Context: an optimization exercise on an open-source flow, tuned for a short achievable clock period and few clock cycles per item. The choices shown serve that exercise and are no tape-out recipe. In this exercise RTL edits were held to simulation tests only and were not proved equivalent to the original. No activity file was given, so power comes from the tool's default toggle rates.

==> design/flow/design.v <==
package core_pkg;
  localparam int XLEN = 32;
  localparam logic [XLEN-1:0] RESET_PC = '0;
  localparam logic [6:0] OPC_OP     = 7'b0110011;
  localparam logic [6:0] OPC_OP_IMM = 7'b0010011;
  localparam logic [6:0] OPC_LUI    = 7'b0110111;
  localparam logic [6:0] OPC_AUIPC  = 7'b0010111;
  localparam logic [6:0] OPC_LOAD   = 7'b0000011;
  localparam logic [6:0] OPC_STORE  = 7'b0100011;
  typedef enum logic [3:0] {
    ALU_ADD,
    ALU_SUB,
    ALU_AND,
    ALU_OR,
    ALU_XOR,
    ALU_SLT,
    ALU_SLTU,
    ALU_SLL,
    ALU_SRL,
    ALU_SRA,
    ALU_PASS_B
  } alu_op_t;
  typedef logic [1:0] mem_width_t;
  localparam mem_width_t MEM_BYTE = 2'b00;
  localparam mem_width_t MEM_HALF = 2'b01;
  localparam mem_width_t MEM_WORD = 2'b10;
  typedef enum logic {
    WB_ALU,
    WB_MEM
  } wb_sel_t;
  typedef struct packed {
    logic [XLEN-1:0] pc;
    logic [31:0]     instr;
    logic            valid;
  } if_id_t;
  typedef struct packed {
    logic [XLEN-1:0] op_a;
    logic [XLEN-1:0] op_b;
    logic [XLEN-1:0] store_data;  
    logic [4:0]      rs1;
    logic [4:0]      rs2;
    logic            use_rs1;
    logic            use_rs2;
    alu_op_t         alu_op;
    logic [4:0]      rd;
    logic            reg_write;
    logic            mem_write;
    logic            mem_read;
    mem_width_t      mem_width;
    logic            mem_sign;
    wb_sel_t         wb_sel;
  } id_ex_t;
  typedef struct packed {
    logic [XLEN-1:0] result;
    logic [XLEN-1:0] store_data;
    logic [4:0]      rd;
    logic            reg_write;
    logic            mem_write;
    logic            mem_read;
    mem_width_t      mem_width;
    logic            mem_sign;
    wb_sel_t         wb_sel;
  } ex_mem_t;
  typedef struct packed {
    logic [XLEN-1:0] data;
    logic [4:0]      rd;
    logic            reg_write;
  } mem_wb_t;
  localparam if_id_t  IF_ID_BUBBLE  = '0;
  localparam id_ex_t  ID_EX_BUBBLE  = '0;
  localparam ex_mem_t EX_MEM_BUBBLE = '0;
  localparam mem_wb_t MEM_WB_BUBBLE = '0;
endpackage
`timescale 1ns/1ps
module rv_core (
  input  logic        clk,
  input  logic        reset_i,
  output logic [31:0] imem_addr_o,
  input  logic [31:0] imem_data_i,
  output logic [31:0] dmem_addr_o,
  output logic [31:0] dmem_wdata_o,
  output logic [3:0]  dmem_wstrb_o,
  output logic        dmem_we_o,
  input  logic [31:0] dmem_rdata_i,
  input  logic        dmem_stall_i,
  output logic        wb_valid_o,
  output logic [4:0]  wb_addr_o,
  output logic [31:0] wb_data_o
);
  localparam logic [6:0] OPC_OP     = 7'b0110011;
  localparam logic [6:0] OPC_OP_IMM = 7'b0010011;
  localparam logic [6:0] OPC_LUI    = 7'b0110111;
  localparam logic [6:0] OPC_AUIPC  = 7'b0010111;
  localparam logic [6:0] OPC_LOAD   = 7'b0000011;
  localparam logic [6:0] OPC_STORE  = 7'b0100011;
  logic [31:2] pc_q;
  logic        d1_valid;
  logic [31:0] d1_instr;
  logic [31:2] d1_pc;
  logic [31:0] d2_rf1, d2_rf2, d2_imm;
  logic [31:2] d2_pc;
  logic [4:0]  d2_rs1, d2_rs2, d2_rd;
  logic        d2_use1, d2_use2, d2_rw, d2_load, d2_store, d2_op, d2_lui, d2_auipc;
  logic [1:0]  d2_width;
  logic        d2_sign;
  logic        d2_add, d2_sub, d2_and, d2_or, d2_xor, d2_slt, d2_sltu, d2_sll, d2_srl, d2_sra;
  logic [31:0] x_a, x_b, x_wdata;
  logic [31:2] x_addr;
  logic [1:0]  x_off;
  logic [3:0]  x_strb;
  logic        x_fa, x_fb, x_fs;
  logic        x_add, x_sub, x_and, x_or, x_xor, x_slt, x_sltu, x_sll, x_srl, x_sra;
  logic [4:0]  x_rd;
  logic        x_rw, x_load, x_store, x_mem;
  logic [1:0]  x_width;
  logic        x_sign;
  logic [31:0] m_result;
  logic [4:0]  m_rd;
  logic        m_fw;    
  logic        m_ret;   
  logic [31:0] regs [1:31];
  logic hold;   
  logic agi;    
  logic front;  
  assign hold  = dmem_stall_i & x_mem;
  assign front = hold | agi;
  assign imem_addr_o = {pc_q, 2'b00};
  always_ff @(posedge clk) begin
    if (reset_i) begin
      pc_q     <= '0;
      d1_valid <= 1'b0;
    end else if (!front) begin
      pc_q     <= pc_q + 30'd1;
      d1_valid <= 1'b1;
    end
  end
  always_ff @(posedge clk) begin
    if (!front) begin
      d1_instr <= imem_data_i;
      d1_pc    <= pc_q;
    end
  end
  logic [6:0]  opc;
  logic [2:0]  f3;
  logic [4:0]  rs1, rs2, rd;
  logic        is_op, is_opi, is_alu, is_lui, is_auipc, is_load, is_store;
  logic        use1, use2, rw;
  logic [31:0] imm;
  logic [31:0] rf1, rf2;
  assign opc = d1_instr[6:0];
  assign rd  = d1_instr[11:7];
  assign f3  = d1_instr[14:12];
  assign rs1 = d1_instr[19:15];
  assign rs2 = d1_instr[24:20];
  assign is_op    = d1_valid && opc == OPC_OP;
  assign is_opi   = d1_valid && opc == OPC_OP_IMM;
  assign is_alu   = is_op | is_opi;
  assign is_lui   = d1_valid && opc == OPC_LUI;
  assign is_auipc = d1_valid && opc == OPC_AUIPC;
  assign is_load  = d1_valid && opc == OPC_LOAD;
  assign is_store = d1_valid && opc == OPC_STORE;
  assign use1 = (is_alu | is_load | is_store) && rs1 != 5'd0;
  assign use2 = (is_op | is_store) && rs2 != 5'd0;
  assign rw   = (is_alu | is_lui | is_auipc | is_load) && rd != 5'd0;
  always_comb begin
    if (is_lui | is_auipc) imm = {d1_instr[31:12], 12'b0};
    else if (is_store)     imm = {{20{d1_instr[31]}}, d1_instr[31:25], d1_instr[11:7]};
    else                   imm = {{20{d1_instr[31]}}, d1_instr[31:20]};
  end
  always_comb begin
    if (rs1 == 5'd0) rf1 = '0;
    else if (m_fw && m_rd == rs1) rf1 = m_result;
    else rf1 = regs[rs1];
    if (rs2 == 5'd0) rf2 = '0;
    else if (m_fw && m_rd == rs2) rf2 = m_result;
    else rf2 = regs[rs2];
  end
  always_ff @(posedge clk) begin
    if (m_ret) regs[m_rd] <= m_result;
  end
  logic [31:0] fix1, fix2, base, agu, wd;
  logic [3:0]  strb;
  always_comb begin
    fix1 = (d2_use1 && m_fw && m_rd == d2_rs1) ? m_result : d2_rf1;
    fix2 = (d2_use2 && m_fw && m_rd == d2_rs2) ? m_result : d2_rf2;
    if (d2_lui)        base = '0;
    else if (d2_auipc) base = {d2_pc, 2'b00};
    else               base = fix1;
    agu = fix1 + d2_imm;
  end
  assign agi = (d2_load | d2_store) && d2_use1 && x_rw && x_rd == d2_rs1;
  always_comb begin
    case (d2_width)
      2'b00:   wd = {4{fix2[7:0]}};
      2'b01:   wd = {2{fix2[15:0]}};
      default: wd = fix2;
    endcase
    case (d2_width)
      2'b00:   strb = 4'b0001 << agu[1:0];
      2'b01:   strb = agu[1] ? 4'b1100 : 4'b0011;
      default: strb = 4'b1111;
    endcase
  end
  always_ff @(posedge clk) begin
    if (reset_i) begin
      d2_rw    <= 1'b0;
      d2_load  <= 1'b0;
      d2_store <= 1'b0;
      d2_use1  <= 1'b0;
      d2_use2  <= 1'b0;
    end else if (!front) begin
      d2_rw    <= rw;
      d2_load  <= is_load;
      d2_store <= is_store;
      d2_use1  <= use1;
      d2_use2  <= use2;
    end
  end
  always_ff @(posedge clk) begin
    if (!front) begin
      d2_rf1   <= rf1;
      d2_rf2   <= rf2;
      d2_imm   <= imm;
      d2_pc    <= d1_pc;
      d2_rs1   <= rs1;
      d2_rs2   <= rs2;
      d2_rd    <= rd;
      d2_op    <= is_op;
      d2_lui   <= is_lui;
      d2_auipc <= is_auipc;
      d2_width <= f3[1:0];
      d2_sign  <= ~f3[2];
      d2_add   <= (is_alu && f3 == 3'b000 && !(is_op && d1_instr[30])) ||
                  is_lui || is_auipc;
      d2_sub   <= is_op && f3 == 3'b000 && d1_instr[30];
      d2_sll   <= is_alu && f3 == 3'b001;
      d2_slt   <= is_alu && f3 == 3'b010;
      d2_sltu  <= is_alu && f3 == 3'b011;
      d2_xor   <= is_alu && f3 == 3'b100;
      d2_srl   <= is_alu && f3 == 3'b101 && !d1_instr[30];
      d2_sra   <= is_alu && f3 == 3'b101 && d1_instr[30];
      d2_or    <= is_alu && f3 == 3'b110;
      d2_and   <= is_alu && f3 == 3'b111;
    end else begin
      d2_rf1   <= fix1;
      d2_rf2   <= fix2;
    end
  end
  always_ff @(posedge clk) begin
    if (reset_i) begin
      x_rw    <= 1'b0;
      x_load  <= 1'b0;
      x_store <= 1'b0;
      x_mem   <= 1'b0;
    end else if (!hold) begin
      x_rw    <= d2_rw & ~agi;
      x_load  <= d2_load & ~agi;
      x_store <= d2_store & ~agi;
      x_mem   <= (d2_load | d2_store) & ~agi;
    end
  end
  always_ff @(posedge clk) begin
    if (!hold) begin
      x_a     <= base;
      x_b     <= d2_op ? fix2 : d2_imm;
      x_wdata <= wd;
      x_addr  <= agu[31:2];
      x_off   <= agu[1:0];
      x_strb  <= d2_store ? strb : 4'b0000;
      x_rd    <= d2_rd;
      x_width <= d2_width;
      x_sign  <= d2_sign;
      x_fa    <= d2_use1 && x_rw && x_rd == d2_rs1;
      x_fb    <= d2_op && d2_use2 && x_rw && x_rd == d2_rs2;
      x_fs    <= d2_store && d2_use2 && x_rw && x_rd == d2_rs2;
      x_add   <= d2_add;
      x_sub   <= d2_sub;
      x_and   <= d2_and;
      x_or    <= d2_or;
      x_xor   <= d2_xor;
      x_slt   <= d2_slt;
      x_sltu  <= d2_sltu;
      x_sll   <= d2_sll;
      x_srl   <= d2_srl;
      x_sra   <= d2_sra;
    end
  end
  logic [31:0] a, b, res, lane, ld;
  logic [4:0]  sh;
  assign a  = x_fa ? m_result : x_a;
  assign b  = x_fb ? m_result : x_b;
  assign sh = b[4:0];
  assign lane = dmem_rdata_i >> {x_off, 3'b000};
  always_comb begin
    case (x_width)
      2'b00:   ld = {{24{x_sign & lane[7]}}, lane[7:0]};
      2'b01:   ld = {{16{x_sign & lane[15]}}, lane[15:0]};
      default: ld = dmem_rdata_i;
    endcase
  end
  always_comb begin
    res = '0;
    if (x_add)  res = res | (a + b);
    if (x_sub)  res = res | (a - b);
    if (x_and)  res = res | (a & b);
    if (x_or)   res = res | (a | b);
    if (x_xor)  res = res | (a ^ b);
    if (x_slt)  res = res | {31'd0, $signed(a) < $signed(b)};
    if (x_sltu) res = res | {31'd0, a < b};
    if (x_sll)  res = res | (a << sh);
    if (x_srl)  res = res | (a >> sh);
    if (x_sra)  res = res | $unsigned($signed(a) >>> sh);
    if (x_load) res = res | ld;
  end
  assign dmem_addr_o  = {x_addr, 2'b00};
  assign dmem_we_o    = x_store;
  assign dmem_wstrb_o = x_strb;
  always_comb begin
    if (x_fs) begin
      case (x_width)
        2'b00:   dmem_wdata_o = {4{m_result[7:0]}};
        2'b01:   dmem_wdata_o = {2{m_result[15:0]}};
        default: dmem_wdata_o = m_result;
      endcase
    end else begin
      dmem_wdata_o = x_wdata;
    end
  end
  always_ff @(posedge clk) begin
    if (reset_i) begin
      m_fw  <= 1'b0;
      m_ret <= 1'b0;
    end else begin
      m_ret <= x_rw & ~hold;
      if (!hold) m_fw <= x_rw;
    end
  end
  always_ff @(posedge clk) begin
    if (!hold) begin
      m_result <= res;
      m_rd     <= x_rd;
    end
  end
  assign wb_valid_o = m_ret;
  assign wb_addr_o  = m_rd;
  assign wb_data_o  = m_result;
endmodule
==> design/flow/run.sh <==
#!/bin/bash
# synth_recipe.tcl (not shown) runs the flow's synth.tcl, then flattens the netlist and writes it again
# the make line also repeats each setting of config.mk as NAME=value (left out here)
make -C /OpenROAD-flow-scripts/flow DESIGN_CONFIG=/design/flow/config.mk WORK_HOME=/design/flow/orfs CLKGATE_MAP_FILE= SYNTH_SCRIPT=/design/flow/synth_recipe.tcl finish
==> design/flow/config.mk <==
export PLATFORM = sky130hd
export DESIGN_NAME = rv_core
export DESIGN_NICKNAME = rv_core
export VERILOG_FILES = /design/flow/design.v
export SDC_FILE = /design/flow/constraint.sdc
export NUM_CORES = 4
export LEC_CHECK = 0
export ABC_CLOCK_PERIOD_IN_PS = 2500
export CAP_MARGIN = 20
export CORE_MARGIN = 2
export CORE_UTILIZATION = 40
export SETUP_SLACK_MARGIN = 4.5
export SLEW_MARGIN = 20
export TNS_END_PERCENT = 100
==> design/flow/constraint.sdc <==
create_clock -name core_clock -period 7.5 [get_ports {clk}]
set_input_delay 1.5000 -clock core_clock [delete_from_list [all_inputs] [get_ports {clk}]]
set_output_delay 1.5000 -clock core_clock [all_outputs]
set_load 0.01 [all_outputs]
==> results by group <==
Worst hold path
  – Worst min-delay path class: reg -> reg

Cells and area
  – Share of final-layout standard cells stronger than drive strength 1: 36.9%
  – Summed area of non-filler cells in the final layout: 96,900 um2
  – Filler cell count in the final layout: approximately 15,000
  – Sequential cell area: 42,600 um2
  – Final design utilization: between 50% and 60%
  – Multi-input gate area: 34,600 um2
  – Number of nets in the finished design: just over 6,000
  – Post-synthesis to final-layout area growth: 28.9%

Synthesis
  – Number of flops mapped to enable cells by yosys: around 1,300
  – Total number of yosys warnings: 1
  – Share of the yosys chip area belonging to registers: ~56%
  – Register bit total from synthesis: approximately 1,500
  – Ys async rst share: 0%
  – Cell count after synthesis: roughly 5,300
  – Post-synthesis average cell area: roughly 14 um2
  – Most common flop cell mapped by yosys: edfxtp_1
  – Number of distinct library cells after synthesis: 96
  – Area of the mapped netlist: 75,200 um2

Clock network
  – Number of clock sinks: 1,453
  – Skew-Pair Late Insertion Delay: 0.85 ns
  – Number of buffers inserted for hold repair after clock tree synthesis: 0
  – CTS Root Cell: clkbuf_16
  – Max clock buf depth: 3
  – Number of buffers created by CTS: 160
  – H-tree level count: 4
  – TritonCTS clock tree: done
  – Clock transition at path regs: around 0.07 ns

Flow run
  – Maximum Capacitance Violations: 0

Global routing
  – Total global routing overflow: 0
  – Initial antenna violation count: 20
  – Global-route wire length before repair: around 420 mm
  – Largest net degree at the start of global routing: 158
  – Number of global-route vias before repair: around 53,000
  – Total Routing Usage GR: between 30 and 40%

STA
  – Unrepaired setup endpoints after global routing: yes
  – Worst hold margin: 0.405 ns
  – Total negative setup slack: 0 ns
  – Setup violations, final: 0
  – Period Utilization, post-route: 53.7%
  – Shortest period the worst path allows: 4.03 ns
  – Slew of the pin with the lowest slew margin: between 1 and 1.5 ns
  – Final count of hold timing violations: 0
  – Slew Limit Fails: 0
  – Highest clock frequency the design can meet: around 250 MHz
  – Worst clock skew on the final layout: about 0.067 ns
  – Normalized max-slew margin: between 10% and 20%

Run status
  – Result of the run: complete, no violations

Detailed routing
  – Total number of vias: 55,500
  – Number of search-and-repair iterations in the first detailed-routing pass: 7
  – Avg Vias per Cell: 6.50
  – Total detailed-routing wirelength: 310 mm
  – Detailed-route wire length per cell: around 36 um
  – Initial drt markers: 8,152
  – Remaining routing DRC violations: 0
  – Number of nets with antenna violations after detailed routing: 0

Power and ir drop
  – Power per cell area: ~230 nW/um2
  – Peak supply drop: around 0.23 mV
  – Static power due to leakage: 0.0347 uW

Critical path
  – Crit Path Class: reg -> reg
  – Worst endpoint data arrival time: 4.53 ns
  – Nature of the critical path endpoint: flip-flop
  – Crit path max fanout: 3
  – Required arrival time at the worst endpoint: approximately 8.0 ns
  – Setup crit start kind: flip-flop

Floorplanning
  – I/O pin count: about 200
  – Core Rows: about 160
  – Starting utilization of the core area: approximately two fifths
  – Die extent in x: ~440 um
  – Core ar.: approximately 190,000 um2
  – Die Y-Extent: about 440 um
  – Die footprint: 191,000 um2

Placement
  – HPWL after detailed placement: 178 mm
  – GPL Wtd Cong: between 1 and 1.5
  – Area of placed instances: about 80,000 um2
  – Number of buffers inserted by port buffering: around 200
==> cell usage after synthesis, types with 38 or more instances <==
| cell | instances | area (um2) |
|---|---|---|
| buf_1 | 45 | 169 |
| edfxtp_1 | 1337 | 40100 |
| xnor2_1 | 54 | 473 |
| o21ai_0 | 140 | 701 |
| mux4_2 | 550 | 12400 |
| xor2_1 | 38 | 333 |
| o22ai_1 | 82 | 513 |
| inv_1 | 166 | 623 |
| mux2i_1 | 389 | 3890 |
| nand3_1 | 55 | 275 |
| clkbuf_1 | 225 | 845 |
| buf_2 | 93 | 465 |
| a211oi_1 | 102 | 766 |
| dfxtp_1 | 116 | 2320 |
| a21o_1 | 54 | 405 |
| a21oi_1 | 408 | 2040 |
| nor2_1 | 490 | 1840 |
| nand2_1 | 251 | 942 |
| ha_1 | 129 | 1610 |
==> flip-flops by register name, indices dropped and copies added (netlist names), 2 cells and up, named ones only <==
name and count:
d2_rs1 5, x_addr 30, m_result 32, d2_rs2 5, x_wdata 32, d1_pc 30
d2_rd 5, d1_instr 32, x_rd 5, pc_q 30, x_b 32, d2_width 2
d2_rf2 32, d2_imm 32, x_strb 4, x_width 2, d2_pc 30, m_rd 5
x_off 2, regs 992, x_a 32, d2_rf1 32
==> layer usage <==
layer  routed length [um]  track usage (%)  up-vias
met5                  152                0        -
met4                21100             17.8       18
met3                34700             7.11      754
met2               138000             47.1     3785
met1               116000             42.0    28700
li1                     -                -    22200
==> cell families (layout without fill, tap and decap cells) <==
kind of cell / after synthesis / count (layout) / share of synthesized area (%)
fa+ha+maj: 132 / 132 / 2.23
compound gates: 1068 / 1068 / 9.03
xor+xnor: 92 / 92 / 1.07
simple gates: 980 / 980 / 5.61
mux: 983 / 983 / 22.4
flops: 1453 / 1453 / 56.5
buf+inv: 563 / 1327 / 3.20
other cells: 1 / 13 / 0.00499
==> stage by stage <==
step / power (uW) / setup slack, ns / cells
final: 22200 / 3.47 / 8543
after floorplan: 11600 / 2.50 / 5275
after global routing: 22800 / 3.33 / 8535
after global placement: 13000 / 2.60 / 7720
after CTS: 21800 / 3.52 / 8400
after detailed placement: 13000 / 2.59 / 7725
==> worst paths after layout <==
check / from / to / slack (ns) / depth (start not counted)
max reg2reg: m_result[0]$_DFFE_PN_ / m_result[0]$_DFFE_PN_ / 3.47 / 14
min: d1_pc[13]$_DFFE_PN_ / d2_pc[13]$_DFFE_PN_ / 0.40 / 0
min reg2reg: d1_pc[13]$_DFFE_PN_ / d2_pc[13]$_DFFE_PN_ / 0.40 / 0
max: m_result[0]$_DFFE_PN_ / m_result[0]$_DFFE_PN_ / 3.47 / 14
==> area by class of cell <==
type / instances / area share [%]
multi-input combinational: 3259 / 35.7
clock inverter: 97 / 1.04
clock buffer: 200 / 4.39
inverter: 172 / 0.738
sequential: 1453 / 44.0
timing repair buffer: 853 / 10.9
antenna: 9 / 0.0232
tap: 2495 / 3.22
timing repair inverter: 5 / 0.0413
==> power breakdown <==
group	total [uW]	leakage [uW]	switching, uW	internal (uW)
registers	9450	0.0140	241	9210
clock network	7960	0.00256	3510	4460
logic	4820	0.0181	2750	2070
total	22200	0.0347	6500	15700
==> layout by cell type (no fill, tap or decap), drive strengths merged, types with 33 or more instances in the layout <==
| cell type | n |
|---|---|
| edfxtp | 1337 |
| buf | 683 |
| mux4 | 550 |
| nor2 | 490 |
| a21oi | 410 |
| mux2i | 397 |
| nand2 | 251 |
| clkbuf | 214 |
| inv | 178 |
| o21ai | 152 |
| ha | 129 |
| dfxtp | 116 |
| a211oi | 102 |
| o22ai | 82 |
| clkinv | 76 |
| clkdlybuf4s50 | 65 |
| a21o | 56 |
| nand3 | 55 |
| xnor2 | 54 |
| bufbuf | 48 |
| clkdlybuf4s15 | 43 |
| xor2 | 38 |
| o211ai | 37 |
| mux2 | 36 |
| nor3 | 33 |
==> worst max-delay path, cell delays in order, from the launching register on <==
cell and delay, ns:
edfxtp_1 0.56, buf_6 0.21, mux2i_4 0.24, inv_8 0.07
ha_4 0.17, fa_2 0.37, o21bai_4 0.17, o2111ai_4 0.16
a211oi_4 0.42, o21bai_4 0.13, a21oi_4 0.24, nor3_4 0.07
a211o_1 0.37, a2111oi_4 0.35, o221ai_1 0.16
==> what timing repair did <==
| item | in CTS | in global routing |
|---|---|---|
| setup endpoints to repair | 672 | 251 |
| cloned | 72 | 12 |
| resized for setup | 1302 | 297 |
| pin swaps | 127 | 117 |
| buffers inserted | 306 | 122 |
Testbench counts, summed over its fixed seeds: cycles 11,802, instrs 11,200.

==> port drivers added, routing unchanged <==
The flow's constraints put no driver on any port. The routed layout listed below was extracted and timed again, unchanged, in two steps. Step 1, drivers: a clkbuf_16 drives clk and a buf_2 each remaining input, both assumed. Step 2, shift: input delay + t, output delay - t, t = (earliest + latest rising clock arrival at the registers) / 2. This alone moves slack from input paths to output paths. Three values: ideal, step 1, step 2; two values: the first two.
t (ns): 0.911
slack for setup (ns): 3.472 / 3.447 / 3.099
worst hold slack (ns): 0.405 / 0.405 / 0.405
worst setup path after step 2: input to register
After both steps setup and hold are still met in this run. For this run, drivers alone change the setup slack by -0.025 ns; drivers and shift together by -0.373 ns.
